Source: an optimization exercise on an open RTL-to-GDS flow (aim: small area, a short achievable clock period and few clock cycles per item). Production flows keep margins and buffers that such runs may drop. Only simulation tests tie the RTL to the original design; equivalence was not proved.

==> inputs of branch juniper <==
==> flow/design.v (excerpt) <==
module asin_top
(
    input  logic        clock,
    input  logic        i_rst,
    input  logic        i_valid,
    output logic        o_ready,
    input  logic [31:0] i_x,
    output logic        o_valid,
    input  logic        i_ready,
    output logic [31:0] o_asin
);
Settings: LEC_CHECK=0, ABC_AREA=1, CAP_MARGIN=20, CORE_MARGIN=2, CORE_UTILIZATION=65, CTS_CLUSTER_DIAMETER=120, CTS_CLUSTER_SIZE=24, PLACE_DENSITY=0.75, SLEW_MARGIN=20, SYNTH_HIERARCHICAL=1, SYNTH_MINIMUM_KEEP_SIZE=0; clock period 27.0 ns.
standard.sh (not shown) runs the stock make flow with config.mk's settings and CLKGATE_MAP_FILE= SYNTH_SCRIPT=/design/flow/synth_recipe.tcl, a recipe that flattens the netlist after the stock synthesis.
==> flow/flow/run.sh <==
#!/bin/bash
# The standard layout (the standard.sh, which also runs the standard
# synthesis), with two changes to how it is made:
#  - the timing repair after floorplan, CTS and global routing is asked to
#    leave setup slack well beyond what the clock needs (flow/margin.txt, ns),
#    so the layout runs faster than the constraint requires;
#  - the port buffers are sky130_fd_sc_hd__buf_2 rather than the delay
#    buffer buffer_ports picks on its own.
# The clock period and every constraint stay the design's own.
# The full make output goes to standard_flow.log here; ORFS keeps each
# tool's log under orfs/logs.
set -euo pipefail
MARGIN=$(cat flow/margin.txt)
bash standard.sh SETUP_SLACK_MARGIN="$MARGIN" \
    BUFFER_PORTS_ARGS="-buffer_cell sky130_fd_sc_hd__buf_2" finish > standard_flow.log 2>&1
==> flow/flow/margin.txt <==
20.6
==> inputs of branch sierra, as changes to branch juniper <==
Settings changed: CORE_UTILIZATION 65 to 55, PLACE_DENSITY 0.75 to 0.65.
==> inputs of branch yarrow, as changes to branch juniper <==
--- a/flow/design.v
+++ b/flow/design.v
@@ -2407,14 +2407,26 @@
     logic [31:0] skid_x;
     logic        head_mode;
     logic        accept;
     logic        r_free;
     logic        deliver;
     logic        recirc;
     logic        head_mode_d;
+    logic [7:0]  es0;
+    logic [7:0]  es1;
+    logic [23:0] s_sml;
+    logic        s_top;
+    always_comb
+    begin
+        es0 = al6[7:0];
+        es1 = al6[7:0] + 8'd1;
+        s_sml = al6[17] ? {1'b1, q6[22:0]} : {1'b1, c6[22:0]};
+        s_sml = al6[16] ? 24'd0 : s_sml >> al6[12:8];
+        s_top = add24(al6[17] ? {1'b1, c6[22:0]} : {1'b1, q6[22:0]}, s_sml, 1'b0) >> 24;
+    end
     logic [24:0] m3sum;
     logic [24:0] m5sum;
     assign m3sum   = add24(m3x, m3y, m3c);
     assign m5sum   = add24(m5x, m5y, m5c);
     logic [23:0] d3_q;
     logic [1:0]  d3_r;
     logic [23:0] d5_q;
@@ -2491,12 +2503,12 @@
         x6  <= x5;
         c6  <= c5;
         q6  <= q6_d;
         al6 <= falign_z(c5[30:0] == '0, q6_d[30:0] == '0, c5[30:23], fdiv40_exp(t5));
         za6 <= c5[30:0] == '0;
         x7  <= x6;
         s7  <= s7_d;
-        al7 <= falign_z(x6[30:0] == '0, s7_d[30:0] == '0, x6[30:23], s7_d[30:23]);
+        al7 <= falign_z(x6[30:0] == '0, s7_d[30:0] == '0, x6[30:23], s_top ? es1 : es0);
         za7 <= x6[30:0] == '0;
         o_asin <= o_asin_d;
     end
 endmodule
==> flow/run.sh (new file) <==
#!/bin/bash
# synth_recipe.tcl (not shown) runs the flow's synth.tcl, then flattens the netlist and writes it again
# the make line also repeats each setting of config.mk as NAME=value (left out here)
make -C /OpenROAD-flow-scripts/flow DESIGN_CONFIG=/design/flow/config.mk WORK_HOME=/design/flow/orfs CLKGATE_MAP_FILE= SYNTH_SCRIPT=/design/flow/synth_recipe.tcl finish
Settings changed: CORE_UTILIZATION 65 to 55, CTS_CLUSTER_DIAMETER 120 to default, CTS_CLUSTER_SIZE 24 to default, PLACE_DENSITY 0.75 to 0.65.
removed: flow/flow/run.sh
removed: flow/flow/margin.txt
removed: flow/standard.sh
==> comparison table <==
| item | branch yarrow | branch sierra | branch juniper |
|---|---|---|---|
| Area taken by multi-input logic gates | 51430 um2 | 51320 um2 | 51380 um2 |
| Slowest library cell on the worst path | clkdlybuf4s50_1 | dfxtp_2 | dfxtp_2 |
| Crit path largest cell delay | 0.56 ns | 0.36 ns | 0.37 ns |
| Outcome | complete, no violations | complete, no violations | complete, no violations |
| Signal buf overhead | 0.01965 | 0.02150 | 0.02196 |
| Critical path endpoint | o_ready | o_asin[30] | o_asin[22] |
| Placed instance area | 73600 um2 | 73190 um2 | 72840 um2 |
| Inverters, non-clock | 749 | 781 | 781 |
| Mean area per synthesized cell | 8.504 um2 | 8.509 um2 | 8.509 um2 |
| Overall Global Routing Usage | 0.3082 | 0.3003 | 0.3510 |
| Final antenna diode count | 0 | 3 | 1 |
| Initial standard-cell utilization of the core | 0.5545 | 0.5544 | 0.6576 |
| Number of clock-tree buffers in the layout | 108 | 41 | 41 |
| Fraction of area in multi-input gates | 0.6698 | 0.6837 | 0.6877 |
| Slew at the pin closest to its max-slew limit | 1.048 ns | 0.9546 ns | 0.9882 ns |
Testbench counts of branch juniper, summed over its fixed seeds: cycles 4,872, items 4,800.
Testbench counts of branch sierra, summed over its fixed seeds: cycles 4,872, items 4,800.
Testbench counts of branch yarrow, summed over its fixed seeds: cycles 4,872, items 4,800.

---

==> inputs of build 57 <==
asin_top with an RTL version that a note above also has.
export LEC_CHECK = 0
export ABC_AREA = 1
export CAP_MARGIN = 10
export CORE_MARGIN = 2
export CORE_UTILIZATION = 60
export CTS_BUF_LIST = sky130_fd_sc_hd__clkbuf_8
export PLACE_DENSITY = 0.7
export SLEW_MARGIN = 10
export SYNTH_HIERARCHICAL = 1
export SYNTH_MINIMUM_KEEP_SIZE = 0
create_clock -name core_clock -period 27.0 [get_ports {clock}]
==> flow/flow/run.sh <==
#!/bin/bash
# The standard layout (the standard.sh, which also runs the standard
# synthesis), with two changes to how it is made:
#  - the timing repair after floorplan, CTS and global routing is asked to
#    leave setup slack well beyond what the clock needs (flow/margin.txt, ns),
#    so the layout runs faster than the constraint requires;
#  - the port buffers are sky130_fd_sc_hd__buf_2 rather than the delay
#    buffer buffer_ports picks on its own.
# The clock period and every constraint stay the design's own.
# The full make output goes to standard_flow.log here; ORFS keeps each
# tool's log under orfs/logs.
set -euo pipefail
MARGIN=$(cat flow/margin.txt)
bash standard.sh SETUP_SLACK_MARGIN="$MARGIN" \
    BUFFER_PORTS_ARGS="-buffer_cell sky130_fd_sc_hd__buf_2" finish > standard_flow.log 2>&1
==> flow/flow/margin.txt <==
20.6
==> build 61 (differences from build 57) <==
--- a/flow/design.v
+++ b/flow/design.v
@@ -2407,26 +2407,14 @@
     logic [31:0] skid_x;
     logic        head_mode;
     logic        accept;
     logic        r_free;
     logic        deliver;
     logic        recirc;
     logic        head_mode_d;
-    logic [7:0]  es0;
-    logic [7:0]  es1;
-    logic [23:0] s_sml;
-    logic        s_top;
-    always_comb
-    begin
-        es0 = al6[7:0];
-        es1 = al6[7:0] + 8'd1;
-        s_sml = al6[17] ? {1'b1, q6[22:0]} : {1'b1, c6[22:0]};
-        s_sml = al6[16] ? 24'd0 : s_sml >> al6[12:8];
-        s_top = add24(al6[17] ? {1'b1, c6[22:0]} : {1'b1, q6[22:0]}, s_sml, 1'b0) >> 24;
-    end
     logic [24:0] m3sum;
     logic [24:0] m5sum;
     assign m3sum   = add24(m3x, m3y, m3c);
     assign m5sum   = add24(m5x, m5y, m5c);
     logic [23:0] d3_q;
     logic [1:0]  d3_r;
     logic [23:0] d5_q;
@@ -2503,12 +2491,12 @@
         x6  <= x5;
         c6  <= c5;
         q6  <= q6_d;
         al6 <= falign_z(c5[30:0] == '0, q6_d[30:0] == '0, c5[30:23], fdiv40_exp(t5));
         za6 <= c5[30:0] == '0;
         x7  <= x6;
         s7  <= s7_d;
-        al7 <= falign_z(x6[30:0] == '0, s7_d[30:0] == '0, x6[30:23], s_top ? es1 : es0);
+        al7 <= falign_z(x6[30:0] == '0, s7_d[30:0] == '0, x6[30:23], s7_d[30:23]);
         za7 <= x6[30:0] == '0;
         o_asin <= o_asin_d;
     end
 endmodule
CAP_MARGIN = 20   (was 10)
CORE_UTILIZATION = 65   (was 60)
CTS_BUF_LIST = unset   (was sky130_fd_sc_hd__clkbuf_8)
PLACE_DENSITY = 0.75   (was 0.7)
SLEW_MARGIN = 20   (was 10)
==> qor.yml <==
finish:
  mostFrequentLayoutCells: "nand2_1, fa_1, inv_1"
sta:
  fin_skew_ns: 0.0455
detailed_routing:
  vias: 57421
  drt-initial-drc-count: 5028
cts:
  clock_latency_ns: 0.84
run_status:
  status: "finished clean"
# the run above: build 57

==> qor.yml <==
detailed_routing:
  drt-initial-drc-count: 4937
  highest_layer: "met5"
  vias: 57752
finish:
  seq_area_share_pct: 20.6
  multi_input_area_mm2: 0.0514
run_status:
  status: "finished clean"
# the run above: build 61

Testbench counts of build 57, summed over its fixed seeds: cycles 4,872, items 4,800.
Testbench counts of build 61, summed over its fixed seeds: cycles 4,872, items 4,800.

[port drivers added, routing unchanged]
The results above use ideal ports. As a check the final layouts listed here were re-extracted and re-timed, cells and wires unchanged.
Step 1: set_driving_cell puts a clkbuf_16 on clock and a buf_2 on each other input, an assumption about the parent block.
Step 2 moves the port delays by t, midway between the first and last clock arrival at a register: inputs arrive t later, outputs are due t later. That takes back most of the time a late clock gives input paths.
Slacks: no drivers / after step 1 / after step 2; pairs: no drivers / after step 1.
| run | t (ns) | slack for setup (ns) | hold slack, ns | worst setup path at the end | latest minus earliest clock arrival (ns) |
|---|---|---|---|---|---|
| branch juniper | 0.686 | 20.505 / 20.433 / 20.230 | 0.307 / 0.307 / 0.307 | input to register | 0.047 / 0.047 |
| branch sierra | 0.707 | 20.481 / 20.408 / 20.186 | 0.297 / 0.297 / 0.297 | input to register | 0.045 / 0.045 |
| branch yarrow | 0.758 | 19.966 / 19.889 / 19.587 | 0.292 / 0.292 / 0.292 | input to register | 0.083 / 0.083 |
| build 57 | 0.895 | 20.303 / 20.231 / 19.942 | 0.303 / 0.303 / 0.303 | input to register | 0.057 / 0.057 |
| build 61 | 0.730 | 20.455 / 20.384 / 20.088 | 0.307 / 0.307 / 0.307 | input to register | 0.049 / 0.049 |
After both steps every run listed still meets setup and hold. For branch yarrow, which loses most, drivers alone change the setup slack by -0.077 ns; drivers and shift together by -0.379 ns.
